Context: an optimization exercise on an open-source flow, tuned for a short achievable clock period and few clock cycles per item. The choices shown serve that exercise and are no tape-out recipe. Function was not checked in any run shown here: the RTL went through the layout flow alone. Power and IR drop assume default switching activity.

**flow/design.v**
```verilog
package swsnd_pkg;
   localparam logic [1:0] OP_START  = 2'd0;
   localparam logic [1:0] OP_ACK    = 2'd1;
   localparam logic [1:0] OP_HSDONE = 2'd2;
   localparam logic [1:0] OP_TICK   = 2'd3;
   localparam logic [2:0] EV_SEND      = 3'd0;
   localparam logic [2:0] EV_RESEND    = 3'd1;
   localparam logic [2:0] EV_HANDSHAKE = 3'd2;
   localparam logic [2:0] EV_EARLY     = 3'd3;
   localparam logic [2:0] EV_DONE      = 3'd4;
   localparam logic [1:0] PH_CLOSED   = 2'd0;
   localparam logic [1:0] PH_HANDSHK  = 2'd1;
   localparam logic [1:0] PH_TRANSFER = 2'd2;
   localparam int CMDQ_DEPTH = 2;
   localparam int CMDQ_AW    = 1;
   typedef struct packed {
      logic [15:0] packet_count;
      logic [10:0] last_len;
      logic [15:0] timeout_ticks;
   } cfg_type;
   typedef struct packed {
      logic [1:0]  op;
      logic [15:0] ack_seq;
      logic        seq_in_count;    
   } cmd_type;
   typedef struct packed {
      logic [2:0]  event_res;
      logic [15:0] packet_seq;
      logic [10:0] data_len;
   } result_type;
endpackage
module swsnd_front (
   input  logic        clock,
   input  logic        reset,
   input  logic        req_tvalid,
   output logic        req_tready,
   input  logic [1:0]  kind,
   input  logic [15:0] ack_seq,
   output logic        item_valid,
   output logic [1:0]  item_kind,
   output logic [15:0] item_seq,
   input  logic        item_take
);
   logic        main_valid_ff, skid_valid_ff;
   logic [1:0]  main_kind_ff, skid_kind_ff;
   logic [15:0] main_seq_ff, skid_seq_ff;
   logic        accept, main_free;
   assign req_tready = !skid_valid_ff;
   assign accept     = req_tvalid && !skid_valid_ff;
   assign main_free  = !main_valid_ff || item_take;
   always_ff @(posedge clock) begin
      if (reset) begin
         main_valid_ff <= 1'b0;
         skid_valid_ff <= 1'b0;
      end else begin
         if (main_free) begin
            main_valid_ff <= skid_valid_ff || accept;
            skid_valid_ff <= 1'b0;
         end else if (accept) begin
            skid_valid_ff <= 1'b1;
         end
      end
   end
   always_ff @(posedge clock) begin
      if (main_free) begin
         main_kind_ff <= skid_valid_ff ? skid_kind_ff : kind;
         main_seq_ff  <= skid_valid_ff ? skid_seq_ff  : ack_seq;
      end
      if (!skid_valid_ff) begin
         skid_kind_ff <= kind;
         skid_seq_ff  <= ack_seq;
      end
   end
   assign item_valid = main_valid_ff;
   assign item_kind  = main_kind_ff;
   assign item_seq   = main_seq_ff;
endmodule
module swsnd_cmdq #(
   parameter int W     = 8,
   parameter int DEPTH = 4
) (
   input  logic         clock,
   input  logic         reset,
   input  logic         write,
   input  logic         push,
   input  logic [W-1:0] push_data,
   output logic         full,
   input  logic         pop,
   output logic         not_empty,
   output logic [W-1:0] head
);
   localparam int AW = $clog2(DEPTH);
   logic [W-1:0]  entry_ff [DEPTH];
   logic [AW-1:0] wr_ptr_ff, rd_ptr_ff;
   logic [DEPTH:0] count_ff;           
   logic          full_ff, not_empty_ff;
   assign full      = full_ff;
   assign not_empty = not_empty_ff;
   assign head      = entry_ff[rd_ptr_ff];
   always_ff @(posedge clock) begin
      if (reset) begin
         wr_ptr_ff <= '0;
         rd_ptr_ff <= '0;
         count_ff  <= (DEPTH+1)'(1);
      end else begin
         if (push) wr_ptr_ff <= wr_ptr_ff + 1'b1;
         if (pop)  rd_ptr_ff <= rd_ptr_ff + 1'b1;
         if (push && !pop) count_ff <= {count_ff[DEPTH-1:0], 1'b0};
         if (pop && !push) count_ff <= {1'b0, count_ff[DEPTH:1]};
      end
   end
   assign full_ff      = count_ff[DEPTH];
   assign not_empty_ff = !count_ff[0];
   always_ff @(posedge clock) begin
      if (write) entry_ff[wr_ptr_ff] <= push_data;
   end
endmodule
module swsnd_back #(
   parameter int DW = 38
) (
   input  logic          clock,
   input  logic          reset,
   input  logic [15:0]   packet_count,
   input  logic [15:0]   pc_minus1,
   input  logic          pc_nonzero,
   input  logic [7:0]    pc_lo_onehot,
   input  logic [15:0]   timeout_ticks,
   input  logic [15:0]   to_minus1,
   input  logic          timeout_zero,
   input  logic          timeout_max,
   input  logic          item_valid,
   input  logic [1:0]    item_kind,
   input  logic [15:0]   item_seq,
   output logic          item_take,
   input  logic          q_full,
   output logic          q_write,
   output logic          q_push,
   output logic [DW-1:0] q_data
);
   localparam logic [1:0] PH_CLOSED   = 2'd0;
   localparam logic [1:0] PH_HANDSHK  = 2'd1;
   localparam logic [1:0] PH_TRANSFER = 2'd2;
   logic        x_valid_ff;
   logic [3:0]  x_kind_ff;             
   logic [15:0] x_seq_ff;
   logic [7:0]  x_lo_ff;               
   logic        x_lt_ff;               
   logic        x_e0_ff, x_e1_ff, x_e2_ff, x_z0_ff, x_z1_ff;
   logic        mv_carry_ff, mv_clear_ff;
   logic [1:0]  phase_ff, phase_in;
   logic [12:0] bh_ff, bh_in;          
   logic [13:0] bhp1_ff, bhp1_in;      
   logic [13:0] bhp2_ff, bhp2_in;      
   logic [2:0]  bl_ff, bl_in;          
   logic [7:0]  bloh_ff, bloh_in;      
   logic [7:0]  acked_ff, acked_in;
   logic [7:0]  outst_ff, outst_in;
   logic [15:0] age_ff [8];
   logic [15:0] age_in [8];
   logic [7:0]  ge_ff, ge_in;          
   logic [13:0] dist_ff, dist_in;      
   logic [5:0]  df_ff, df_in;          
   logic [5:0]  df_dec, df_cur, df_pc;
   logic        proc, x_free;
   logic        hi0, hi1, inwin, ack_tr, slide, set_only;
   logic        is_start, is_hsdone, is_tick, clear, early;
   logic [7:0]  run_s, nlt_s, lt1_s, lt2_s, fire, hs_mask, bln_oh, abovebl;
   logic [7:0]  age_gep, age_get;
   logic [2:0]  bl_n;
   logic        carry, done, allrun;
   logic        eq_pc0, eq_pc1;
   logic        lq0, lq1, lq2, lqz, dz, d1, d2, d3, dgt1, dgt2, pml;
   logic [7:0]  lo_lt;
   logic [12:0] pc_hi, pm_hi;
   logic [2:0]  pc_lo, pm_lo;
   logic [7:0]  d_emask;
   logic        d_resend, d_sorder;
   logic [2:0]  d_bl;
   logic [12:0] d_hi;
   logic [7:0]  d_lenm;
   logic        d_tail;
   logic [2:0]  d_tail_ev;
   logic [7:0]  len_slide, len_tick, len_hs;
   assign pc_hi = packet_count[15:3];
   assign pc_lo = packet_count[2:0];
   assign pm_hi = pc_minus1[15:3];
   assign pm_lo = pc_minus1[2:0];
   assign proc      = x_valid_ff && !q_full;
   assign x_free    = !x_valid_ff || proc;
   assign item_take = item_valid && x_free;
   always_ff @(posedge clock) begin
      if (reset) begin
         x_valid_ff  <= 1'b0;
         mv_carry_ff <= 1'b0;
         mv_clear_ff <= 1'b0;
      end else begin
         if (x_free) x_valid_ff <= item_valid;
         if (proc) begin
            mv_carry_ff <= slide && carry;
            mv_clear_ff <= clear;
         end else if (x_free) begin
            mv_carry_ff <= 1'b0;
            mv_clear_ff <= 1'b0;
         end
      end
   end
   always_ff @(posedge clock) begin
      if (x_free) begin
         x_kind_ff <= 4'd1 << item_kind;
         x_seq_ff  <= item_seq;
         x_lo_ff   <= 8'd1 << item_seq[2:0];
         x_lt_ff   <= item_seq < packet_count;
         x_e0_ff   <= item_seq[15:3] == bh_ff;
         x_e1_ff   <= {1'b0, item_seq[15:3]} == bhp1_ff;
         x_e2_ff   <= {1'b0, item_seq[15:3]} == bhp2_ff;
         x_z0_ff   <= item_seq[15:3] == 13'd0;
         x_z1_ff   <= item_seq[15:3] == 13'd1;
      end
   end
   assign is_start  = proc && x_kind_ff[0];
   assign is_hsdone = proc && x_kind_ff[2] && phase_ff != PH_CLOSED;
   assign is_tick   = proc && x_kind_ff[3] && phase_ff != PH_CLOSED;
   assign clear     = is_start || is_hsdone;
   assign early     = proc && x_kind_ff[1] && phase_ff == PH_HANDSHK;
   assign hi0 = mv_clear_ff ? x_z0_ff : mv_carry_ff ? x_e1_ff : x_e0_ff;
   assign hi1 = mv_clear_ff ? x_z1_ff : mv_carry_ff ? x_e2_ff : x_e1_ff;
   always_comb begin
      for (int i = 0; i < 8; i++) abovebl[i] = 3'(i) >= bl_ff;
   end
   assign ack_tr   = proc && x_kind_ff[1] && phase_ff == PH_TRANSFER && x_lt_ff;
   assign inwin    = (hi0 && (x_lo_ff & abovebl) != '0) || (hi1 && (x_lo_ff & ~abovebl) != '0);
   assign slide    = ack_tr && hi0 && (x_lo_ff & bloh_ff) != '0;
   assign set_only = ack_tr && inwin;
   always_comb begin
      for (int i = 0; i < 8; i++) begin
         run_s[i] = 1'b0;
         for (int b = 0; b < 8; b++) begin
            logic t;
            t = bloh_ff[b];
            for (int m = 1; m < 8; m++) begin
               if (m <= ((i - b + 8) % 8)) t = t && acked_ff[(b + m) % 8];
            end
            run_s[i] = run_s[i] || t;
         end
      end
      allrun = &(acked_ff | bloh_ff);
      for (int i = 0; i < 8; i++) bln_oh[i] = allrun ? bloh_ff[i] : (run_s[(i + 7) % 8] && !run_s[i]);
   end
   always_comb begin
      bl_n = '0;
      for (int i = 0; i < 8; i++) if (bln_oh[i]) bl_n = bl_n | 3'(i);
   end
   assign carry  = run_s[7];
   function automatic logic [5:0] dflags(input logic [13:0] d);
      dflags = {$signed(d) > 14'sd2, $signed(d) > 14'sd1, d == 14'd3, d == 14'd2,
                d == 14'd1, d == 14'd0};
   endfunction
   assign df_cur = dflags({1'b0, pc_hi} - {1'b0, bh_ff});
   assign df_pc  = dflags({1'b0, pc_hi});
   assign df_dec = {$signed(dist_ff) > 14'sd3, df_ff[5], dist_ff == 14'd4, df_ff[3:1]};
   assign {dgt2, dgt1, d3, d2, d1, dz} = df_ff;
   assign eq_pc0 = dz;
   assign eq_pc1 = d1;
   assign done   = (carry ? eq_pc1 : eq_pc0) && ((bln_oh & pc_lo_onehot) != '0);
   always_comb begin
      for (int i = 0; i < 8; i++) begin
         lo_lt[i] = 3'(i) < pc_lo;
         lt1_s[i] = dgt1 || (d1 && lo_lt[i]);
         lt2_s[i] = dgt2 || (d2 && lo_lt[i]);
         nlt_s[i] = abovebl[i] ? lt1_s[i] : lt2_s[i];
      end
      for (int i = 0; i < 8; i++) hs_mask[i] = (pc_hi != '0) || lo_lt[i];
   end
   always_comb begin
      for (int i = 0; i < 8; i++) begin
         fire[i]    = is_tick && outst_ff[i] && ge_ff[i] && !timeout_max;
         age_get[i] = age_ff[i] >= timeout_ticks;
         age_gep[i] = timeout_zero || age_ff[i] >= to_minus1;
      end
   end
   always_comb begin
      phase_in = phase_ff;
      bh_in    = bh_ff;
      bhp1_in  = bhp1_ff;
      bhp2_in  = bhp2_ff;
      bl_in    = bl_ff;
      bloh_in  = bloh_ff;
      acked_in = acked_ff;
      outst_in = outst_ff;
      dist_in  = proc ? dist_ff : {1'b0, pc_hi} - {1'b0, bh_ff};
      df_in    = proc ? df_ff : df_cur;
      for (int i = 0; i < 8; i++) begin
         if (clear || (slide && run_s[i]) || fire[i]) begin
            age_in[i] = '0;
            ge_in[i]  = timeout_zero;
         end else if (is_tick && outst_ff[i]) begin
            age_in[i] = (age_ff[i] == 16'hFFFF) ? 16'hFFFF : age_ff[i] + 16'd1;
            ge_in[i]  = age_gep[i];
         end else begin
            age_in[i] = age_ff[i];
            ge_in[i]  = age_get[i];
         end
      end
      if (clear) begin
         phase_in = is_start ? PH_HANDSHK : PH_TRANSFER;
         bh_in    = '0;
         bhp1_in  = 14'd1;
         bhp2_in  = 14'd2;
         bl_in    = '0;
         bloh_in  = 8'd1;
         dist_in  = {1'b0, pc_hi};
         df_in    = df_pc;
         acked_in = '0;
         outst_in = is_start ? 8'd0 : hs_mask;
      end
      if (set_only) begin
         acked_in = acked_ff | x_lo_ff;
      end
      if (slide) begin
         if (done) phase_in = PH_CLOSED;
         bl_in   = bl_n;
         bloh_in = bln_oh;
         if (carry) begin
            bh_in   = bhp1_ff[12:0];
            bhp1_in = bhp2_ff;
            bhp2_in = bhp2_ff + 14'd1;
            dist_in = dist_ff - 14'd1;
            df_in   = df_dec;
         end
         acked_in = acked_ff & ~run_s;
         outst_in = (outst_ff & ~run_s) | (nlt_s & run_s);
      end
   end
   always_ff @(posedge clock) begin
      if (reset) phase_ff <= PH_CLOSED;
      else       phase_ff <= phase_in;
   end
   always_ff @(posedge clock) begin
      bh_ff    <= bh_in;
      bhp1_ff  <= bhp1_in;
      bhp2_ff  <= bhp2_in;
      bl_ff    <= bl_in;
      bloh_ff  <= bloh_in;
      acked_ff <= acked_in;
      outst_ff <= outst_in;
      ge_ff    <= ge_in;
      dist_ff  <= dist_in;
      df_ff    <= df_in;
      for (int i = 0; i < 8; i++) age_ff[i] <= age_in[i];
   end
   assign pml = pc_lo == 3'd0;
   assign lqz = pc_nonzero && pm_hi == 13'd0;
   assign lq0 = pc_nonzero && (pml ? d1 : dz);
   assign lq1 = pc_nonzero && (pml ? d2 : d1);
   assign lq2 = pc_nonzero && (pml ? d3 : d2);
   always_comb begin
      for (int j = 0; j < 8; j++) begin
         len_slide[j] = (!abovebl[j] ? lq2 : lq1) && 3'(j) == pm_lo;
         len_tick[j]  = (!abovebl[j] ? lq1 : lq0) && 3'(j) == pm_lo;
         len_hs[j]    = lqz && 3'(j) == pm_lo;
      end
   end
   always_comb begin
      d_emask   = hs_mask;
      d_resend  = 1'b0;
      d_sorder  = 1'b0;
      d_bl      = '0;
      d_hi      = '0;
      d_lenm    = len_hs;
      d_tail    = 1'b0;
      d_tail_ev = 3'd4;
      q_push    = is_hsdone && pc_nonzero;
      if (is_start) begin
         d_emask   = '0;
         d_tail    = 1'b1;
         d_tail_ev = 3'd2;
         q_push    = 1'b1;
      end
      if (early) begin
         d_emask   = '0;
         d_tail    = 1'b1;
         d_tail_ev = 3'd3;
         d_hi      = x_seq_ff[15:3];
         d_bl      = x_seq_ff[2:0];
         q_push    = 1'b1;
      end
      if (slide) begin
         d_emask  = run_s & nlt_s;
         d_sorder = 1'b1;
         d_bl     = bl_ff;
         d_hi     = bhp1_ff[12:0];
         d_lenm   = len_slide;
         d_tail   = done;
         q_push   = (nlt_s & bloh_ff) != '0 || done;
      end
      if (is_tick) begin
         d_emask  = fire;
         d_resend = 1'b1;
         d_bl     = bl_ff;
         d_hi     = bh_ff;
         d_lenm   = len_tick;
         q_push   = fire != '0;
      end
   end
   assign q_write = proc;
   assign q_data  = {d_emask, d_resend, d_sorder, d_bl, d_hi, d_lenm, d_tail, d_tail_ev};
endmodule
module swsnd_seq #(
   parameter int DW = 38
) (
   input  logic          clock,
   input  logic          reset,
   input  logic [15:0]   packet_count,
   input  logic [10:0]   last_len,
   input  logic          q_not_empty,
   input  logic [DW-1:0] q_head,
   output logic          q_pop,
   output logic          rsp_valid,
   input  logic          rsp_ready,
   output logic [2:0]    rsp_ev,
   output logic [15:0]   rsp_seq,
   output logic [10:0]   rsp_len,
   output logic          rsp_last
);
   logic [7:0]    q_emask;
   logic          q_resend, q_sorder;
   logic [2:0]    q_bl;
   logic [12:0]   q_hi;
   logic [7:0]    q_lenm;
   logic          q_tail;
   logic [2:0]    q_tail_ev;
   logic [7:0]    q_geb, q_ltb;
   logic          q_one, rest_one;
   logic          c_one_ff;           
   logic          c_valid_ff;
   logic [7:0]    c_emask_ff;
   logic          c_resend_ff;
   logic [7:0]    c_geb_ff, c_ltb_ff, c_lenm_ff;
   logic [12:0]   c_hi0_ff, c_hi1_ff;
   logic          c_tail_ff;
   logic [2:0]    c_tail_ev_ff;
   logic [15:0]   c_tail_seq_ff;
   logic [7:0]    low, rest;
   logic [2:0]    s;
   logic          has_pkt, wrap, lastlen, emit, finish, load;
   logic [30:0]   beat;
   logic          o_valid_ff, k_valid_ff;
   logic [30:0]   o_ff, k_ff;
   assign {q_emask, q_resend, q_sorder, q_bl, q_hi, q_lenm, q_tail, q_tail_ev} = q_head;
   always_comb begin
      for (int i = 0; i < 8; i++) begin
         q_ltb[i] = 3'(i) < q_bl;
         q_geb[i] = !q_sorder || !q_ltb[i];
      end
   end
   function automatic logic atmost1(input logic [7:0] m);
      logic seen, two;
      seen = 1'b0;
      two  = 1'b0;
      for (int i = 0; i < 8; i++) begin
         two  = two || (seen && m[i]);
         seen = seen || m[i];
      end
      atmost1 = !two;
   endfunction
   function automatic logic atmost2(input logic [7:0] m);
      logic seen1, seen2, three;
      seen1 = 1'b0;
      seen2 = 1'b0;
      three = 1'b0;
      for (int i = 0; i < 8; i++) begin
         three = three || (seen2 && m[i]);
         seen2 = seen2 || (seen1 && m[i]);
         seen1 = seen1 || m[i];
      end
      atmost2 = !three;
   endfunction
   function automatic logic [7:0] lowest(input logic [7:0] m);
      logic seen;
      seen = 1'b0;
      for (int i = 0; i < 8; i++) begin
         lowest[i] = m[i] && !seen;
         seen      = seen || m[i];
      end
   endfunction
   assign q_one    = atmost1(q_emask);
   assign rest_one = atmost2(c_emask_ff);
   always_comb begin
      logic [7:0] hi_m;
      hi_m = c_emask_ff & c_geb_ff;
      low  = (hi_m != '0) ? lowest(hi_m) : lowest(c_emask_ff);
      s = '0;
      for (int i = 0; i < 8; i++) if (low[i]) s = s | 3'(i);
   end
   assign rest    = c_emask_ff & ~low;
   assign has_pkt = c_emask_ff != '0;
   assign wrap    = (low & c_ltb_ff) != '0;
   assign lastlen = (low & c_lenm_ff) != '0;
   always_comb begin
      if (has_pkt) begin
         beat = {c_resend_ff ? 3'd1 : 3'd0, wrap ? c_hi1_ff : c_hi0_ff, s,
                 lastlen ? last_len : 11'd1024, c_one_ff && !c_tail_ff};
      end else begin
         beat = {c_tail_ev_ff, c_tail_seq_ff, 11'd0, 1'b1};
      end
   end
   assign emit   = c_valid_ff && !k_valid_ff;
   assign finish = emit && beat[0];
   assign load   = !c_valid_ff || finish;
   assign q_pop  = q_not_empty && load;
   always_ff @(posedge clock) begin
      if (reset) begin
         c_valid_ff <= 1'b0;
      end else if (load) begin
         c_valid_ff <= q_not_empty;
      end
   end
   always_ff @(posedge clock) begin
      if (load) begin
         c_emask_ff    <= q_emask;
         c_one_ff      <= q_one;
         c_resend_ff   <= q_resend;
         c_geb_ff      <= q_geb;
         c_ltb_ff      <= q_ltb;
         c_lenm_ff     <= q_lenm;
         c_hi0_ff      <= q_hi;
         c_hi1_ff      <= q_hi + 13'd1;
         c_tail_ff     <= q_tail;
         c_tail_ev_ff  <= q_tail_ev;
         c_tail_seq_ff <= (q_tail_ev == 3'd3) ? {q_hi, q_bl} : packet_count;
      end else if (emit) begin
         c_emask_ff <= rest;
         c_one_ff   <= rest_one;
      end
   end
   always_ff @(posedge clock) begin
      if (reset) begin
         o_valid_ff <= 1'b0;
         k_valid_ff <= 1'b0;
      end else if (!o_valid_ff || rsp_ready) begin
         o_valid_ff <= k_valid_ff || emit;
         k_valid_ff <= 1'b0;
      end else if (emit) begin
         k_valid_ff <= 1'b1;
      end
   end
   always_ff @(posedge clock) begin
      if (!o_valid_ff || rsp_ready) o_ff <= k_valid_ff ? k_ff : beat;
      if (!k_valid_ff) k_ff <= beat;
   end
   assign rsp_valid = o_valid_ff;
   assign {rsp_ev, rsp_seq, rsp_len, rsp_last} = o_ff;
endmodule
module sliding_window_sender #(
   parameter int WINDOW_SLOTS  = 8,
   parameter int PAYLOAD_BYTES = 1024
) (
   input  logic        clock,
   input  logic        reset,
   input  logic        req_tvalid,
   output logic        req_tready,
   input  logic [15:0] req_tdata,    
   input  logic [1:0]  req_tuser,    
   output logic        rsp_tvalid,
   input  logic        rsp_tready,
   output logic [31:0] rsp_tdata,    
   output logic [2:0]  rsp_tuser,    
   output logic        rsp_tlast,    
   input  logic        csr_we,
   input  logic [1:0]  csr_index,
   input  logic [15:0] csr_wdata
);
   localparam int DW = 38;
   localparam int QDEPTH = 8;
   logic [15:0] packet_count_ff, timeout_ff, pcm1_ff, tom1_ff;
   logic [7:0]  pcl_oh_ff;
   logic [10:0] last_len_ff;
   logic        pc_nz_ff, tmax_ff, tzero_ff;
   logic          item_valid, item_take;
   logic [1:0]    item_kind;
   logic [15:0]   item_seq;
   logic          q_full, q_write, q_push, q_pop, q_not_empty;
   logic [DW-1:0] q_data, q_head;
   logic [15:0]   rsp_seq;
   logic [10:0]   rsp_len;
   always_ff @(posedge clock) begin
      if (reset) begin
         packet_count_ff <= 16'd1;
         last_len_ff     <= 11'd1024;
         timeout_ff      <= 16'd100;
      end else if (csr_we) begin
         if (csr_index == 2'd0) packet_count_ff <= csr_wdata;
         if (csr_index == 2'd1) last_len_ff     <= csr_wdata[10:0];
         if (csr_index == 2'd2) timeout_ff      <= csr_wdata;
      end
   end
   always_ff @(posedge clock) begin
      pcm1_ff  <= packet_count_ff - 16'd1;
      pc_nz_ff <= packet_count_ff != '0;
      tmax_ff  <= timeout_ff == 16'hFFFF;
      tzero_ff <= timeout_ff == 16'd0;
      tom1_ff  <= timeout_ff - 16'd1;
      pcl_oh_ff <= 8'd1 << packet_count_ff[2:0];
   end
   swsnd_front u_front (
      .clock      (clock),
      .reset      (reset),
      .req_tvalid (req_tvalid),
      .req_tready (req_tready),
      .kind       (req_tuser),
      .ack_seq    (req_tdata),
      .item_valid (item_valid),
      .item_kind  (item_kind),
      .item_seq   (item_seq),
      .item_take  (item_take)
   );
   swsnd_back #(.DW(DW)) u_back (
      .clock         (clock),
      .reset         (reset),
      .packet_count  (packet_count_ff),
      .timeout_ticks (timeout_ff),
      .pc_minus1     (pcm1_ff),
      .pc_nonzero    (pc_nz_ff),
      .pc_lo_onehot  (pcl_oh_ff),
      .to_minus1     (tom1_ff),
      .timeout_zero  (tzero_ff),
      .timeout_max   (tmax_ff),
      .item_valid    (item_valid),
      .item_kind     (item_kind),
      .item_seq      (item_seq),
      .item_take     (item_take),
      .q_full        (q_full),
      .q_write       (q_write),
      .q_push        (q_push),
      .q_data        (q_data)
   );
   swsnd_cmdq #(.W(DW), .DEPTH(QDEPTH)) u_cmdq (
      .clock     (clock),
      .reset     (reset),
      .write     (q_write),
      .push      (q_push),
      .push_data (q_data),
      .full      (q_full),
      .pop       (q_pop),
      .not_empty (q_not_empty),
      .head      (q_head)
   );
   swsnd_seq #(.DW(DW)) u_seq (
      .clock       (clock),
      .reset       (reset),
      .packet_count(packet_count_ff),
      .last_len    (last_len_ff),
      .q_not_empty (q_not_empty),
      .q_head      (q_head),
      .q_pop       (q_pop),
      .rsp_valid   (rsp_tvalid),
      .rsp_ready   (rsp_tready),
      .rsp_ev      (rsp_tuser),
      .rsp_seq     (rsp_seq),
      .rsp_len     (rsp_len),
      .rsp_last    (rsp_tlast)
   );
   assign rsp_tdata = {5'd0, rsp_len, rsp_seq};
endmodule
```
**flow/run.sh**
```bash
#!/bin/bash
# synth_recipe.tcl (not shown) runs the flow's synth.tcl, then flattens the netlist and writes it again
# the make line also repeats each setting of config.mk as NAME=value (left out here)
make -C /OpenROAD-flow-scripts/flow DESIGN_CONFIG=/design/flow/config.mk WORK_HOME=/design/flow/orfs CLKGATE_MAP_FILE= SYNTH_SCRIPT=/design/flow/synth_recipe.tcl finish
```
**flow/config.mk**
```make
export PLATFORM = sky130hd
export DESIGN_NAME = sliding_window_sender
export DESIGN_NICKNAME = sliding_window_sender
export VERILOG_FILES = /design/flow/design.v
export SDC_FILE = /design/flow/constraint.sdc
export NUM_CORES = 4
export LEC_CHECK = 0
export ABC_CLOCK_PERIOD_IN_PS = 2500
export CAP_MARGIN = 20
export CORE_MARGIN = 2
export CORE_UTILIZATION = 40
export SETUP_SLACK_MARGIN = 5
export SLEW_MARGIN = 20
```
**flow/constraint.sdc**
```tcl
create_clock -name core_clock -period 8.0 [get_ports {clock}]
set_input_delay 1.6000 -clock core_clock [delete_from_list [all_inputs] [get_ports {clock}]]
set_output_delay 1.6000 -clock core_clock [all_outputs]
set_load 0.01 [all_outputs]
```
==> results of run 1 <==
## what timing repair did
| action | 4_1_cts | 5_1_grt |
|---|---|---|
| setup endpoints to repair | 688 | 376 |
| buffers inserted | 83 | 42 |
| resized for setup | 179 | 91 |
| pin swaps | 33 | 41 |
| gates cloned | 6 | 2 |
## worst min-delay path: cells and delay by family, from the launching register on
kind | cells | cell delay (ns)
buf+inv | 1 | 0.04
flops | 1 | 0.30
mux | 1 | 0.07
## per-layer routing
layer	global-route usage, %	part of all wire (%)	up-vias
met2	35.71	46	1118
met5	0	0	-
met1	30.99	45	15419
li1	-	-	14803
met3	3.138	6.2	241
met4	7.299	2.9	0
## synth_stat cells (all sizes together) (7+ instances only)
master	number
a2111oi	18
a211o	11
a211oi	41
a21o	60
a21oi	260
a221oi	37
a22o	25
a22oi	16
a311o	7
a311oi	7
a31oi	18
and2	33
and3	37
and4	15
buf	59
clkbuf	116
dfxtp	360
edfxtp	492
ha	307
inv	135
mux2	54
mux2i	67
mux4	76
nand2	365
nand2b	32
nand3	133
nand3b	7
nand4	74
nor2	270
nor2b	40
nor3	83
nor3b	12
nor4	39
o211ai	28
o21a	13
o21ai	187
o21bai	8
o22ai	13
o31ai	25
or2	11
or3	13
xnor2	78
xor2	88
## state kept, by name, indices dropped and copies added (netlist names), 31 cells and up, named ones only
register,cells
u_seq.o_ff,31
u_cmdq.entry_ff,304
u_seq.k_ff,31
u_back.age_ff,128
## power by group
group | internal, mW | switching, mW | total [mW]
Combinational | 0.701 | 0.905 | 1.61
Clock | 2.53 | 1.82 | 4.35
Sequential | 4.97 | 0.217 | 5.19
Total | 8.20 | 2.95 | 11.1
## worst max path at each step
stage                                               start                         endpoint
after floorplan           u_cmdq.count_ff[8]$_SDFFE_PP0P_  u_cmdq.entry_ff[2][0]$_DFFE_PP_
after global placement    u_cmdq.count_ff[8]$_SDFFE_PP0P_          u_back.ge_ff[7]$_DFF_P_
after detailed placement  u_cmdq.count_ff[8]$_SDFFE_PP0P_          u_back.ge_ff[7]$_DFF_P_
after CTS                 u_back.bloh_ff[0]$_SDFFCE_PN1P_  u_cmdq.count_ff[2]$_SDFFE_PP0P_
after global routing      u_back.bloh_ff[3]$_SDFFCE_PN0P_  u_cmdq.count_ff[8]$_SDFFE_PP0P_
final                       u_back.bl_ff[2]$_SDFFCE_PN0P_  u_cmdq.count_ff[8]$_SDFFE_PP0P_
## placed cells by master (no fill, tap or decap), types with 17 or more instances in the layout
cell type,count
a22o_1,23
inv_1,128
clkdlybuf4s50_1,39
a31oi_1,17
xnor2_1,78
and2_1,25
mux2i_1,66
mux4_2,76
ha_1,303
edfxtp_1,492
nor2b_1,37
nor2_1,256
xor2_1,87
dfxtp_1,344
o31ai_1,23
nor4_1,35
buf_4,147
a221oi_1,22
o211ai_1,28
nand2_1,356
mux2_2,52
nand4_1,74
clkbuf_1,23
a21oi_1,248
o21ai_0,168
and3_1,36
nor3_1,66
dlygate4sd2_1,27
nand2b_1,31
clkbuf_16,98
a211oi_1,38
nand3_1,127
a21o_1,59
## logic make-up after synthesis
kind of cell	after synthesis	share of synthesized area, %
buffers and inverters	311	3.018
multiplexers	197	7.010
AO/OA/AOI/OAI	827	12.58
AND/OR/NAND/NOR	1187	13.37
flip-flops	852	51.53
other	1	0.008791
XOR/XNOR	166	3.408
adder cells (fa/ha/maj)	309	9.075
## final cells by class
| type | count | area, um^2 | share of cell area, % |
|---|---|---|---|
| antenna | 1 | 2.502 | 0.004989 |
| sequential | 852 | 22020 | 43.89 |
| tap | 1391 | 1740 | 3.470 |
| clock inverter | 41 | 415.4 | 0.8282 |
| clock buffer | 135 | 2709 | 5.400 |
| inverter | 136 | 539.3 | 1.075 |
| multi-input combinational | 2692 | 20310 | 40.48 |
| timing repair buffer | 253 | 2430 | 4.844 |
==> reports/metrics.cfg, run 1 <==
[routing]
wl_per_cell_um=22.61
drc_errors=0
num_vias=31581
drt_pass1_iterations=6
wirelength_um=124400
ant_nets=0
vias_per_cell=5.741
drtIter0Drc=3206

[global_route]
grt_util_all_layers_pct=22.24
first_global_vias=29822
grt_pass1_wl_um=185100
grt_max_degree=70
globalRouteOverflowTotal=0
antenna_found_initial=2

[yosys]
synthCells=3850
yosysSeqAreaShare_pct=51.53
synth_top_area_share_pct=34.63
yosysWarnings=7
syn_area_per_cell_um2=11.08
synth.area.top_cells=edfxtp_1 35%, dfxtp_1 17%, ha_1 9.0%
synth-seq-cells=852
syn_area_um2=42660
ys_types=88
yosysTopAreaCell=edfxtp_1
ys.flop_type=edfxtp_1
async_flop_share_pct=0
synth-edff-count=492

[clocking]
holdBufCountCts=0
cts.sinks=852
max-clock-path-buffers=3
htree_levels=3
cts_tree=done
cts-root-buf=clkbuf_16
cts_buffers=93
insertion_delay_ns=0.68
clkTransAtPathRegs_ns=0.06

[critical_path]
ff2ff_path_depth=14
path_max_fanout=6
required_ns=8.51
crit_arrival_ns=3.74
cpMostUsedCell=buf_4
reg2reg_slack_ns=4.77
crit_chain=buf_4 -> buf_4 -> nor2_2 -> mux2i_1 -> o21ai_0 -> a22oi_2 -> a41oi_4 -> o22ai_4 -> buf_4 -> buf_6 -> inv_2 -> ha_2 -> mux2i_1 -> nor3_1
cp-end-kind=flip-flop
r2r_start=u_back.bl_ff[2]$_SDFFCE_PN0P_
regToRegEndpoint=u_cmdq.count_ff[8]$_SDFFE_PP0P_
crit_path_start_kind=flip-flop
critical_path_buf_inv_count=5
cp_slowest_cell=edfxtp_1
path_depth=14
crit_path_max_incr_delay_ns=0.52
critPathTopFamily=compound AO/OA/AOI/OAI gates
critPathKind=reg2reg

[worst_hold_path]
min_path_cells=2
hold_end=u_seq.k_ff[0]$_DFF_P_
min-delay-path-class=reg2reg
min_from=u_seq.k_ff[0]$_DFF_P_

[timing]
min_period_over_period_pct=40.38
max_freq_mhz=309.6
setup_viol=0
slew_viol_final=0
post-route-min-period_ns=3.230
slew_headroom_pct=31.22
tightest_slew_ns=1.029
whs_ns=0.4601
skew_ns=0.02961
hold_viol_final=0
setup_ws_ns=4.770
tns_ns=0
rsz0062_at_grt=yes

[final_layout]
final_core_util_pct=47.52
fill_cells=9413
final_area_um2=50160
instances_no_fill=5501
area_growth_syn_to_layout_pct=17.59
drive_gt1_share_pct=15.62
fin_nets=4377

[placement]
gp_congestion=0.8853
io_buffers=73
dpl.hpwl_um=80550
dp.cells=5191
dpl-instance-area_um2=44890
dp_slack_ns=3.526

[floorplanning]
num_rows=119
die_h_um=330.6
core_area_um2=105600
die_area_um2=109300
initial_core_util_pct=40.41
num_io_pins=79
dieWidth_um=330.6

[outcome]
outcome=complete, no violations

[power_and_ir_drop]
ir_drop_mv=0.1794
p_total_mw=11.15
p_per_area_nw_per_um2=222.2
p_leak_nw=18.98

[run]
maxCapViolations=0

==> run 2, diff against run 1 <==
--- a/flow/config.mk
+++ b/flow/config.mk
@@ -10,3 +10,6 @@
 export CORE_MARGIN = 2
-export CORE_UTILIZATION = 40
+export CORE_UTILIZATION = 65
+export CTS_CLUSTER_DIAMETER = 60
+export CTS_CLUSTER_SIZE = 30
+export PLACE_DENSITY = 0.75
 export SETUP_SLACK_MARGIN = 5
==> run 2 against run 1 <==
  * Still clean on timing, DRC and antenna
  * Sequential power is essentially flat
  * First-iteration DRC count grew 12%
  * Clock power shrank 28%
  * Fmax grew 2.8%
  * Cell count shrank 11%
  * Core utilization grew 27 points
  * Design area shrank 3.7%
  * Setup slack gained 0.088 ns
  * Count of clock-buffer cells in the layout shrank 72
  * Non-clock buffer count grew 9
  * Critical path depth shrank 6
  * Register-to-register slack gained 0.09 ns
  * Critical endpoint is now u_back.df_ff[0]$_DFF_P_
  * Largest cell class unchanged
  * Largest power group unchanged
  * Highest routed layer unchanged
==> reports/metrics.cfg, run 2 <==
[final_layout]
area_growth_syn_to_layout_pct=13.29
largest_reg_flops=304
top_regs=u_cmdq.entry_ff (304), u_back.age_ff (128)
drive_gt1_share_pct=15.14
largest_register=u_cmdq.entry_ff
n_antenna_cell=0
layout_common_cells=492 x edfxtp_1, 355 x nand2_1, 345 x dfxtp_1
fill_cells=4317
final_common_cell=edfxtp_1
seq_area_um2=22010
final_core_util_pct=74.70
multi_input_area_um2=20330
fin_nets=4347

[yosys]
synth_top_family_by_area=simple AND/OR/NAND/NOR gates
yosysWarnings=7
synth_top_area_share_pct=34.63
yosysSeqAreaShare_pct=51.53
synthSimpleGateAreaFrac_pct=13.37
ys.flop_type=edfxtp_1
syn_area_um2=42660
synthMuxAreaShare_pct=7.010
synth_fa_ha_area_share_pct=9.075
ys_top_cells_by_count=492 x edfxtp_1, 365 x nand2_1, 360 x dfxtp_1
synth-xor-area-share_pct=3.408
synth.area.top_cells=edfxtp_1 35%, dfxtp_1 17%, ha_1 9.0%
synth_compound_area_share_pct=12.58
synthCells=3850
syn_area_per_cell_um2=11.08
yosysMostFrequentCell=edfxtp_1
synth-seq-cells=852
async_flop_share_pct=0
yosysTopAreaCell=edfxtp_1
synth-edff-count=492
ys_types=88

[power_and_ir_drop]
p_leak_nw=18.47
p_per_area_nw_per_um2=206.0
ir_drop_mv=0.2171
p_total_mw=9.955

[critical_path]
worstSetupStartpoint=packet_count_ff[9]$_SDFFE_PP0P_
path_max_fanout=9
crit_path_max_incr_delay_ns=0.65
reg2reg_slack_ns=4.86
crit_arrival_ns=3.73
required_ns=8.59
r2r_start=packet_count_ff[9]$_SDFFE_PP0P_
path_depth=8
regToRegEndpoint=u_back.df_ff[0]$_DFF_P_
crit_path_start_kind=flip-flop
critPathKind=reg2reg
critPathTopFamily=compound AO/OA/AOI/OAI gates
ff2ff_path_depth=8
crit_chain=ha_1 -> a2111oi_2 -> a211o_1 -> a211oi_2 -> nor4_4 -> nor4b_4 -> nor2b_4 -> a221o_1
critical_path_buf_inv_count=0
cp-endpoint=u_back.df_ff[0]$_DFF_P_
cp_slowest_cell=dfxtp_1
cp-end-kind=flip-flop

[routing]
drtIter0Drc=3581
drc_errors=0
wl_per_cell_um=24.91
vias_per_cell=6.690
drt_pass1_iterations=6
ant_nets=0
wirelength_um=122000
num_vias=32766

[timing]
tns_ns=0
slew_headroom_pct=27.56
setup_viol=0
tightest_slew_ns=1.075
hold_viol_final=0
rsz0062_at_grt=yes
max_freq_mhz=318.3
slew_viol_final=0
min_period_over_period_pct=39.28
post-route-min-period_ns=3.142
skew_ns=0.03693

[floorplanning]
die_h_um=260.2
initial_core_util_pct=65.93
core_area_um2=64700
num_io_pins=79
dieWidth_um=260.2
num_rows=93
die_area_um2=67690

[clocking]
cts_tree=done
holdBufCountCts=0
max-clock-path-buffers=3
insertion_delay_ns=0.66
clkTransAtPathRegs_ns=0.11
cts-root-buf=clkbuf_16
htree_levels=2
cts.sinks=852
cts_buffers=53

[placement]
gp_congestion=0.9400
dpl.hpwl_um=81590
io_buffers=73

[worst_hold_path]
min_path_cells=1
min_from=u_front.skid_seq_ff[11]$_DFF_P_
min-delay-path-class=reg2reg

[run]
maxCapViolations=0

[global_route]
grt_util_all_layers_pct=35.49
antenna_found_initial=0
grt_pass1_wl_um=183900
globalRouteOverflowTotal=0
first_global_vias=31514
grt_max_degree=70

[outcome]
outcome=complete, no violations

## run 2: cell counts after synthesis
No cell type changed its count.
## run 2: per-layer routing
layer / share of wire, % / routed length [um] / track usage [%]
met1: 40 / 48860 / 48.99
met2: 46 / 55990 / 56.35
met3: 9.6 / 11690 / 5.809
met4: 4.5 / 5456 / 14.25
met5: 0 / 0 / 0
## run 2: layout make-up
cell class / instances / area share [%]
sequential: 852 / 45.55
tap: 855 / 2.214
timing repair inverter: 1 / 0.01812
clock buffer: 63 / 3.109
clock inverter: 37 / 0.9554
timing repair buffer: 262 / 4.948
inverter: 136 / 1.124
multi-input combinational: 2692 / 42.08
## run 2: timing repair
action                                  CTS  global route
buffers inserted                         98            40
pin swaps                                34            25
endpoints found under the setup margin  689           388
resized for setup                       179            88
cloned                                    6             1
## run 2: kinds of logic after synthesis
logic type	count (synthesis)
adder cells (fa/ha/maj)	309
multiplexers	197
flip-flops	852
AO/OA/AOI/OAI	827
XOR/XNOR	166
other	1
buffers and inverters	311
AND/OR/NAND/NOR	1187
## run 2: report_power, final
| group | switching [mW] | internal (mW) |
|---|---|---|
| clock | 1.68 | 1.46 |
| sequential | 0.217 | 4.96 |
| combinational | 0.936 | 0.706 |
## run 2: worst min path at each step
stage / endpoint / slack (ns)
global route: u_front.skid_seq_ff[5]$_DFF_P_ / 0.50
detailed placement: u_front.skid_seq_ff[15]$_DFF_P_ / 0.46
global placement: u_seq.k_ff[14]$_DFF_P_ / 0.44
floorplan: last_len_ff[10]$_SDFFE_PP1P_ / 0.43
CTS: u_back.bhp1_ff[13]$_DFF_P_ / 0.48
finish: u_front.skid_seq_ff[11]$_DFF_P_ / 0.48
## run 2: stage by stage
| stage | worst slack (ns) | instance area, um^2 | hold slack, ns | cells |
|---|---|---|---|---|
| 6_report | 4.858 | 48330 | 0.4788 | 4898 |
| 5_1_grt | 4.749 | 48330 | 0.4954 | 4898 |
| 4_1_cts | 4.961 | 47630 | 0.4792 | 4857 |
| 3_5_place_dp | 3.185 | 44190 | 0.4561 | 4653 |
| 3_3_place_gp | 3.442 | 44180 | 0.4437 | 4652 |
| 2_1_floorplan | 3.894 | 42760 | 0.4299 | 3854 |
==> run 3, diff against run 2 <==
--- a/flow/design.v
+++ b/flow/design.v
@@ -161,4 +161,4 @@
    logic [13:0] dist_ff, dist_in;      
-   logic [5:0]  df_ff, df_in;          
-   logic [5:0]  df_dec, df_cur, df_pc;
+   logic [6:0]  df_ff, df_in;          
+   logic [6:0]  df_dec, df_pc;
    logic        proc, x_free;
@@ -170,5 +170,6 @@
    logic        carry, done, allrun;
-   logic        eq_pc0, eq_pc1;
-   logic        lq0, lq1, lq2, lqz, dz, d1, d2, d3, dgt1, dgt2, pml;
-   logic [7:0]  lo_lt;
+   logic        lq0, lq1, lq2, dz, d1, d2, d3, dgt0, dgt1, dgt2, pml;
+   logic [7:0]  lo_lt, lt0_s, ltc_s, needm;
+   logic [7:0]  lo_lt_ff, hs_mask_ff, len_hs_ff;
+   logic        done_pre, pc_top;
    logic [12:0] pc_hi, pm_hi;
@@ -187,2 +188,9 @@
    assign pm_lo = pc_minus1[2:0];
+   always_ff @(posedge clock) begin
+      for (int i = 0; i < 8; i++) begin
+         lo_lt_ff[i]   <= 3'(i) < pc_lo;
+         hs_mask_ff[i] <= pc_hi != '0 || 3'(i) < pc_lo;
+         len_hs_ff[i]  <= pc_nonzero && pm_hi == 13'd0 && 3'(i) == pm_lo;
+      end
+   end
    assign proc      = x_valid_ff && !q_full;
@@ -253,16 +261,16 @@
    assign carry  = run_s[7];
-   function automatic logic [5:0] dflags(input logic [13:0] d);
-      dflags = {$signed(d) > 14'sd2, $signed(d) > 14'sd1, d == 14'd3, d == 14'd2,
-                d == 14'd1, d == 14'd0};
+   function automatic logic [6:0] dflags(input logic [13:0] d);
+      dflags = {$signed(d) > 14'sd2, $signed(d) > 14'sd1, $signed(d) > 14'sd0,
+                d == 14'd3, d == 14'd2, d == 14'd1, d == 14'd0};
    endfunction
-   assign df_cur = dflags({1'b0, pc_hi} - {1'b0, bh_ff});
    assign df_pc  = dflags({1'b0, pc_hi});
-   assign df_dec = {$signed(dist_ff) > 14'sd3, df_ff[5], dist_ff == 14'd4, df_ff[3:1]};
-   assign {dgt2, dgt1, d3, d2, d1, dz} = df_ff;
-   assign eq_pc0 = dz;
-   assign eq_pc1 = d1;
-   assign done   = (carry ? eq_pc1 : eq_pc0) && ((bln_oh & pc_lo_onehot) != '0);
+   assign df_dec = {$signed(dist_ff) > 14'sd3, df_ff[6:5], dist_ff == 14'd4, df_ff[3:1]};
+   assign {dgt2, dgt1, dgt0, d3, d2, d1, dz} = df_ff;
+   assign pc_top   = d1 && (pc_lo_onehot & bloh_ff) != '0;     
+   assign done_pre = (ltc_s & bloh_ff) != '0 && (nlt_s & bloh_ff) == '0;
+   assign done     = done_pre && (needm & ~acked_ff) == '0 &&
+                     (pc_top || (acked_ff & pc_lo_onehot) == '0);
    always_comb begin
       for (int i = 0; i < 8; i++) begin
-         lo_lt[i] = 3'(i) < pc_lo;
+         lt0_s[i] = dgt0 || (dz && lo_lt[i]);
          lt1_s[i] = dgt1 || (d1 && lo_lt[i]);
@@ -270,4 +278,7 @@
          nlt_s[i] = abovebl[i] ? lt1_s[i] : lt2_s[i];
+         ltc_s[i] = abovebl[i] ? lt0_s[i] : lt1_s[i];    
+         needm[i] = ltc_s[i] && !bloh_ff[i];
       end
-      for (int i = 0; i < 8; i++) hs_mask[i] = (pc_hi != '0) || lo_lt[i];
+      lo_lt   = lo_lt_ff;
+      hs_mask = hs_mask_ff;
    end
@@ -290,3 +301,3 @@
       dist_in  = proc ? dist_ff : {1'b0, pc_hi} - {1'b0, bh_ff};
-      df_in    = proc ? df_ff : df_cur;
+      df_in    = proc ? df_ff : dflags(dist_ff);
       for (int i = 0; i < 8; i++) begin
@@ -351,3 +362,3 @@
    assign pml = pc_lo == 3'd0;
-   assign lqz = pc_nonzero && pm_hi == 13'd0;
+   assign len_hs = len_hs_ff;
    assign lq0 = pc_nonzero && (pml ? d1 : dz);
@@ -359,3 +370,2 @@
          len_tick[j]  = (!abovebl[j] ? lq1 : lq0) && 3'(j) == pm_lo;
-         len_hs[j]    = lqz && 3'(j) == pm_lo;
       end
@@ -363,42 +373,25 @@
    always_comb begin
-      d_emask   = hs_mask;
-      d_resend  = 1'b0;
-      d_sorder  = 1'b0;
-      d_bl      = '0;
-      d_hi      = '0;
-      d_lenm    = len_hs;
-      d_tail    = 1'b0;
-      d_tail_ev = 3'd4;
-      q_push    = is_hsdone && pc_nonzero;
-      if (is_start) begin
-         d_emask   = '0;
-         d_tail    = 1'b1;
-         d_tail_ev = 3'd2;
-         q_push    = 1'b1;
-      end
-      if (early) begin
-         d_emask   = '0;
-         d_tail    = 1'b1;
-         d_tail_ev = 3'd3;
-         d_hi      = x_seq_ff[15:3];
-         d_bl      = x_seq_ff[2:0];
-         q_push    = 1'b1;
-      end
-      if (slide) begin
-         d_emask  = run_s & nlt_s;
-         d_sorder = 1'b1;
-         d_bl     = bl_ff;
-         d_hi     = bhp1_ff[12:0];
-         d_lenm   = len_slide;
-         d_tail   = done;
-         q_push   = (nlt_s & bloh_ff) != '0 || done;
-      end
-      if (is_tick) begin
-         d_emask  = fire;
-         d_resend = 1'b1;
-         d_bl     = bl_ff;
-         d_hi     = bh_ff;
-         d_lenm   = len_tick;
-         q_push   = fire != '0;
+      d_resend  = x_kind_ff[3];
+      d_sorder  = x_kind_ff[1];
+      d_bl      = (x_kind_ff[1] && phase_ff == PH_HANDSHK) ? x_seq_ff[2:0] :
+                  x_kind_ff[2] ? 3'd0 : bl_ff;
+      d_tail_ev = x_kind_ff[0] ? 3'd2 : (phase_ff == PH_HANDSHK) ? 3'd3 : 3'd4;
+      if (x_kind_ff[1]) begin
+         d_hi   = (phase_ff == PH_HANDSHK) ? x_seq_ff[15:3] : bhp1_ff[12:0];
+         d_lenm = len_slide;
+         d_emask = (phase_ff == PH_HANDSHK) ? 8'd0 : run_s & nlt_s;
+         d_tail  = (phase_ff == PH_HANDSHK) || done;
+      end else if (x_kind_ff[3]) begin
+         d_hi    = bh_ff;
+         d_lenm  = len_tick;
+         d_emask = fire;
+         d_tail  = 1'b0;
+      end else begin
+         d_hi    = '0;
+         d_lenm  = len_hs;
+         d_emask = x_kind_ff[2] ? hs_mask : 8'd0;
+         d_tail  = x_kind_ff[0];
       end
+      q_push = is_start || early || (is_hsdone && pc_nonzero) ||
+               (slide && ((nlt_s & bloh_ff) != '0 || done)) || (fire != '0);
    end
==> run 3 against run 2 <==
  * Still clean on timing, DRC and antenna
  * Count of clock-buffer cells in the layout down 1
  * Sequential power up 3%
  * Die area increased by 2.0%
  * Combinational power is 11% lower
  * Core utilization shrank 2.0 points
  * Synthesized area is 2.0% higher
  * Highest routed layer unchanged
==> reports/metrics.cfg, run 3 <==
[critical_path]
critPathTopFamily=compound AO/OA/AOI/OAI gates
reg2reg_slack_ns=4.90
critical_path_buf_inv_count=3
r2r_start=u_back.bl_ff[1]$_SDFFCE_PN0P_
crit_arrival_ns=3.63
required_ns=8.53
crit_path_start_kind=flip-flop
cp-end-kind=flip-flop
crit_chain=buf_6 -> a21oi_4 -> mux2i_2 -> a222oi_1 -> o221ai_1 -> a211oi_2 -> o21a_1 -> nor3_4 -> buf_6 -> ha_4 -> buf_4 -> mux2i_1 -> nor2_1 -> a21oi_1 -> nor2_1
cp_slowest_cell=edfxtp_1
ff2ff_path_depth=15
worstSetupStartpoint=u_back.bl_ff[1]$_SDFFCE_PN0P_
crit_path_max_incr_delay_ns=0.53
path_max_fanout=5
critPathKind=reg2reg
regToRegEndpoint=u_cmdq.count_ff[1]$_SDFFE_PP0P_

[global_route]
met2_usage_pct=53.05
grt-busiest-layer=met2
first_global_vias=29921
grt_pass1_wl_um=177400
globalRouteOverflowTotal=0
grt.met3_usage_pct=4.816
met1_usage_pct=45.98
antenna_found_initial=0
grt_max_degree=81
grt_util_all_layers_pct=33.21

[clocking]
max-clock-path-buffers=3
cts_buffers=54
insertion_delay_ns=0.68
cts-root-buf=clkbuf_16
clkTransAtPathRegs_ns=0.10
cts_tree=done
cts.sinks=876
htree_levels=2

[final_layout]
area_growth_syn_to_layout_pct=10.28
fill_cells=4622
final_common_cell=edfxtp_1
top_regs=u_cmdq.entry_ff (304), u_back.age_ff (128)
largest_reg_flops=304
instances_no_fill=4929
largest_register=u_cmdq.entry_ff
layout_common_cells=492 x edfxtp_1, 377 x dfxtp_1, 348 x nand2_1
fin_nets=4372
final_core_util_pct=72.73
n_antenna_cell=0
drive_gt1_share_pct=11.24
final_area_um2=47990

[yosys]
synth_top_area_share_pct=33.95
ys_types=91
syn_area_per_cell_um2=11.07
async_flop_share_pct=0
yosysWarnings=7
yosysMostFrequentCell=edfxtp_1
yosysSeqAreaShare_pct=51.61
syn_area_um2=43520
synth-seq-cells=876
ys_top_cells_by_count=492 x edfxtp_1, 384 x dfxtp_1, 348 x nand2_1
synthCells=3930
ys.flop_type=edfxtp_1
synth.area.top_cells=edfxtp_1 34%, dfxtp_1 18%, ha_1 8.9%
yosysTopAreaCell=edfxtp_1
synth-edff-count=492

[power_and_ir_drop]
combPwrFrac_pct=14.7
ir_drop_mv=0.1490
seqPwrFrac_pct=53.7
p_per_area_nw_per_um2=207.4
p_switching_mw=2.792
p_leak_nw=18.31
p_clk_share_pct=31.6
p_total_mw=9.953
switching_share_pct=28.05
p_int_mw=7.160

[timing]
slew_viol_final=0
setup_ws_ns=4.897
hold_viol_final=0
tns_ns=0
tightest_slew_ns=1.130
max_freq_mhz=322.3
setup_viol=0
post-route-min-period_ns=3.103
slew_headroom_pct=24.16
whs_ns=0.4657
rsz0062_at_grt=yes
min_period_over_period_pct=38.78
skew_ns=0.04265

[floorplanning]
num_rows=94
die_h_um=262.8
die_area_um2=69040
core_area_um2=65980
initial_core_util_pct=65.96
dieWidth_um=262.8
num_io_pins=79

[placement]
io_buffers=73
dp_slack_ns=4.149
dp.cells=4747
gp_congestion=0.9579
dpl-instance-area_um2=45100
dpl.hpwl_um=79500

[worst_hold_path]
min-delay-path-class=reg2reg
hold_end=u_back.bhp1_ff[13]$_DFF_P_
min_path_cells=2
min_from=u_back.bhp1_ff[13]$_DFF_P_

[routing]
drtIter0Drc=3772
drt_pass1_iterations=8
wl_per_cell_um=23.69
vias_per_cell=6.513
wirelength_um=116800
num_vias=32103
drc_errors=0
ant_nets=0

[run]
maxCapViolations=0

[outcome]
outcome=complete, no violations

-- run 3: power groups by stage --
stage / combinational (mW) / clock, mW / sequential, mW
2_1_floorplan: 0.968 / 0 / 5.35
3_3_place_gp: 1.32 / 0 / 5.46
3_5_place_dp: 1.34 / 0 / 5.47
4_1_cts: 1.39 / 3.17 / 5.35
5_1_grt: 1.59 / 3.34 / 5.37
6_report: 1.46 / 3.14 / 5.35
-- run 3: worst max path at each step --
stage,to,slack (ns),depth (start not counted)
after CTS,u_cmdq.count_ff[3]$_SDFFE_PP0P_,4.96,16
after global routing,u_cmdq.count_ff[1]$_SDFFE_PP0P_,4.78,15
after floorplan,u_cmdq.entry_ff[5][0]$_DFFE_PP_,4.55,7
after global placement,u_cmdq.count_ff[4]$_SDFFE_PP0P_,4.21,12
final,u_cmdq.count_ff[1]$_SDFFE_PP0P_,4.90,15
after detailed placement,u_cmdq.count_ff[7]$_SDFFE_PP0P_,4.15,12
-- run 3: area by class of cell --
cell class / instances / area, um^2 / share of cell area, %
well taps: 864 / 1081 / 2.253
multi-input cells: 2737 / 20160 / 42.00
clock inverters: 40 / 536.8 / 1.118
inverters: 148 / 573.1 / 1.194
clock buffers: 62 / 1424 / 2.967
flip-flops and latches: 876 / 22480 / 46.84
repair buffers: 202 / 1740 / 3.627
-- run 3: layer usage --
| metal | routed length, um | part of all wire [%] | vias up |
|---|---|---|---|
| li1 | - | - | 14886 |
| met1 | 48440 | 41 | 15460 |
| met2 | 53690 | 46 | 1491 |
| met3 | 9728 | 8.3 | 266 |
| met4 | 4908 | 4.2 | 0 |
| met5 | 0 | 0 | - |
-- run 3: tightest hold or removal path, stage by stage (launching register included) --
cell     delay [ns]
dfxtp_1        0.32
nand3_1        0.06
nand2_1        0.05
-- run 3: cells by family (layout without fill, tap and decap cells) --
group                      Yosys count  after routing  share of synthesized area, %
and+or+nand+nor                   1183           1183                         13.14
DFF                                876            876                         51.61
AOI/OAI and AO/OA                  850            850                         12.46
adders and majority gates          316            316                         9.080
other                                1              5                      0.008617
buffers and inverters              321            452                         3.004
muxes                              217            217                         7.355
xor gates and xnor gates           166            166                         3.341
-- run 3: timing repair --
action,in CTS,in global routing
pin swaps,13,14
setup endpoints to repair,283,263
gates resized for setup,87,60
buffers inserted,35,45
endpoints found under the hold margin,0,0
hold buffers,0,0
==> run 4, diff against run 3 <==
--- a/flow/config.mk
+++ b/flow/config.mk
@@ -11,4 +11,2 @@
 export CORE_UTILIZATION = 65
-export CTS_CLUSTER_DIAMETER = 60
-export CTS_CLUSTER_SIZE = 30
 export PLACE_DENSITY = 0.75
==> run 4 against run 3 <==
  * Synthesized cell count unchanged
  * Critical path depth rose by 1
  * Setup slack improved by 0.086 ns
  * Wire length is 3.2% higher
  * Count of clock-buffer cells in the layout up 64
  * Largest cell class unchanged
==> reports/metrics.cfg, run 4 <==
[outcome]
outcome=complete, no violations

[routing]
ant_nets=0
drc_errors=0
num_vias=32509
drtIter0Drc=3683
wirelength_um=120500
vias_per_cell=6.517
wl_per_cell_um=24.16
drt_pass1_iterations=8

[yosys]
async_flop_share_pct=0
synthCells=3930
ys.flop_type=edfxtp_1
synthSimpleGateAreaFrac_pct=13.14
synth-seq-cells=876
syn_area_um2=43520
synth.area.top_cells=edfxtp_1 34%, dfxtp_1 18%, ha_1 8.9%
synth_top_family_by_area=simple AND/OR/NAND/NOR gates
syn_area_per_cell_um2=11.07
synth-xor-area-share_pct=3.341
ys_types=91
yosysWarnings=7
yosysTopAreaCell=edfxtp_1
synth-edff-count=492
synth_top_area_share_pct=33.95
yosysMostFrequentCell=edfxtp_1
yosysSeqAreaShare_pct=51.61
ys_top_cells_by_count=492 x edfxtp_1, 384 x dfxtp_1, 348 x nand2_1
synthMuxAreaShare_pct=7.355
synth_compound_area_share_pct=12.46
synth_fa_ha_area_share_pct=9.080

[timing]
max_freq_mhz=331.5
hold_viol_final=0
slew_headroom_pct=21.16
rsz0062_at_grt=yes
setup_viol=0
min_period_over_period_pct=37.70
slew_viol_final=0
tns_ns=0
skew_ns=0.04055
post-route-min-period_ns=3.016
tightest_slew_ns=1.170

[critical_path]
cp-end-kind=flip-flop
regToRegEndpoint=u_cmdq.count_ff[4]$_SDFFE_PP0P_
critical_path_buf_inv_count=4
crit_path_start_kind=flip-flop
critPathTopFamily=compound AO/OA/AOI/OAI gates
critPathKind=reg2reg
cpMostUsedCell=buf_6
cp_slowest_cell=edfxtp_1
crit_arrival_ns=3.52
ff2ff_path_depth=16
crit_path_max_incr_delay_ns=0.40
required_ns=8.51
path_max_fanout=5
reg2reg_slack_ns=4.98
crit_chain=buf_6 -> buf_4 -> o21ai_4 -> mux2i_1 -> o21ai_0 -> a22oi_1 -> nand4_1 -> o21a_1 -> nor3_4 -> buf_6 -> ha_4 -> buf_6 -> mux2i_1 -> nor2_1 -> a21oi_1 -> nor2_1
r2r_start=u_back.bl_ff[1]$_SDFFCE_PN0P_

[worst_hold_path]
hold_end=u_seq.k_ff[11]$_DFF_P_
min_path_cells=2
min-delay-path-class=reg2reg
min_from=u_seq.k_ff[11]$_DFF_P_

[final_layout]
fill_cells=4451
top_regs=u_cmdq.entry_ff (304), u_back.age_ff (128)
seq_area_um2=22480
final_core_util_pct=74.51
largest_reg_flops=304
layout_common_cells=492 x edfxtp_1, 377 x dfxtp_1, 348 x nand2_1
final_common_cell=edfxtp_1
n_antenna_cell=0
area_growth_syn_to_layout_pct=12.97
drive_gt1_share_pct=11.98
fin_nets=4403
largest_register=u_cmdq.entry_ff
multi_input_area_um2=20180

[floorplanning]
core_area_um2=65980
die_area_um2=69040
dieWidth_um=262.8
num_io_pins=79
num_rows=94
initial_core_util_pct=65.96
die_h_um=262.8

[clocking]
clkTransAtPathRegs_ns=0.06
insertion_delay_ns=0.66
htree_levels=3
cts_buffers=89
cts-root-buf=clkbuf_16
cts_tree=done
cts.sinks=876
max-clock-path-buffers=3
holdBufCountCts=0

[placement]
io_buffers=73
dpl.hpwl_um=79500
gp_congestion=0.9579

[global_route]
grt_max_degree=81
globalRouteOverflowTotal=0
antenna_found_initial=0
grt_pass1_wl_um=182300
first_global_vias=30838
grt_util_all_layers_pct=34.18

[power_and_ir_drop]
ir_drop_mv=0.1787
p_per_area_nw_per_um2=227.3
p_leak_nw=18.90
p_total_mw=11.17

[run]
maxCapViolations=0

## run 4: layer usage
layer	vias to the layer above	routed length, um	global-route usage (%)
met2	1614	55820	54.49
li1	14949	-	-
met1	15678	47940	46.26
met3	268	11400	6.034
met5	-	0	0
met4	0	5368	14.79
## run 4: power breakdown
group          total (mW)  internal (mW)  switching, mW
combinational        1.49          0.636          0.852
clock                4.33           2.52           1.81
sequential           5.36           5.11          0.249
## run 4: worst max-delay path by stage
stage | cells past startpoint | from | slack, ns | end
after floorplan | 7 | u_cmdq.count_ff[8]$_SDFFE_PP0P_ | 4.55 | u_cmdq.entry_ff[5][0]$_DFFE_PP_
after global placement | 12 | u_back.bl_ff[2]$_SDFFCE_PN0P_ | 4.21 | u_cmdq.count_ff[4]$_SDFFE_PP0P_
after detailed placement | 12 | u_back.bl_ff[2]$_SDFFCE_PN0P_ | 4.15 | u_cmdq.count_ff[7]$_SDFFE_PP0P_
after CTS | 1 | u_seq.o_ff[16]$_DFFE_PP_ | 5.00 | rsp_tdata[4]
after global routing | 16 | u_back.bl_ff[1]$_SDFFCE_PN0P_ | 4.84 | u_cmdq.count_ff[3]$_SDFFE_PP0P_
final | 16 | u_back.bl_ff[1]$_SDFFCE_PN0P_ | 4.98 | u_cmdq.count_ff[4]$_SDFFE_PP0P_
## run 4: final cells by class
type / instances / area share, %
multi-input cells: 2737 / 41.04
inverters: 148 / 1.161
clock buffers: 126 / 5.202
repair buffers: 198 / 3.548
clock inverters: 39 / 1.127
well taps: 864 / 2.199
flip-flops and latches: 876 / 45.72
## run 4: cells by family after synthesis
logic type,after synthesis
buffers and inverters,321
other,1
flip-flops,876
XOR/XNOR,166
multiplexers,217
AND/OR/NAND/NOR,1183
adder cells (fa/ha/maj),316
AO/OA/AOI/OAI,850
## run 4: stage by stage
stage               hold WS [ns]  instance area [um^2]  worst slack [ns]  std cells
floorplan                 0.3538                 43610             4.553       3934
global placement          0.4405                 45090             4.213       4746
detailed placement        0.4454                 45100             4.149       4747
CTS                       0.4605                 48670             5.002       4955
global route              0.4780                 49160             4.840       4988
finish                    0.4587                 49160             4.984       4988
## run 4: worst register-to-register path: cells and delay by family (launching register included)
kind,cells,cell delay (ns)
simple gates,4,0.38
mux,2,0.39
flops,1,0.40
fa+ha+maj,1,0.18
buf+inv,4,0.58
compound gates,5,0.96
## run 4: timing repair
action / 4_1_cts / 5_1_grt
gates cloned: 0 / 0
setup endpoints to repair: 305 / 219
endpoints found under the hold margin: 0 / 0
gates resized for setup: 74 / 55
pin swaps: 10 / 20
setup buffers: 43 / 33

-- afterwards: timing with drivers on the ports --
No port has a modelled driver above. Below, the same layouts with a new extraction and two added sets of constraints. Step 1 (the two cells are an assumption about what drives the block):
set clk [get_ports {clock}]
set_driving_cell -lib_cell sky130_fd_sc_hd__clkbuf_16 $clk
set_driving_cell -lib_cell sky130_fd_sc_hd__buf_2 [delete_from_list [all_inputs] $clk]
Step 2, shift: input delay + t, output delay - t, t = (earliest + latest rising clock arrival at the registers) / 2. This alone moves slack from input paths to output paths. Three values: ideal ports, drivers, drivers and shift; two values: the first two.
run | t, ns | slack for setup (ns) | slew at the worst register clock pin (ns) | worst data-port slew with drivers (ns)
run 1 | 0.741 | 4.770 / 4.770 / 4.658 | 0.06 / 0.06 | 0.06
run 2 | 0.705 | 4.858 / 4.858 / 4.671 | 0.11 / 0.11 | 0.04
run 3 | 0.720 | 4.897 / 4.897 / 4.736 | 0.11 / 0.11 | 0.05
run 4 | 0.712 | 4.984 / 4.963 / 4.711 | 0.07 / 0.07 | 0.05
After both steps setup and hold are still met in every run listed. The setup slack of run 4, which loses most, moves by -0.021 ns with the drivers and by -0.273 ns with both steps.
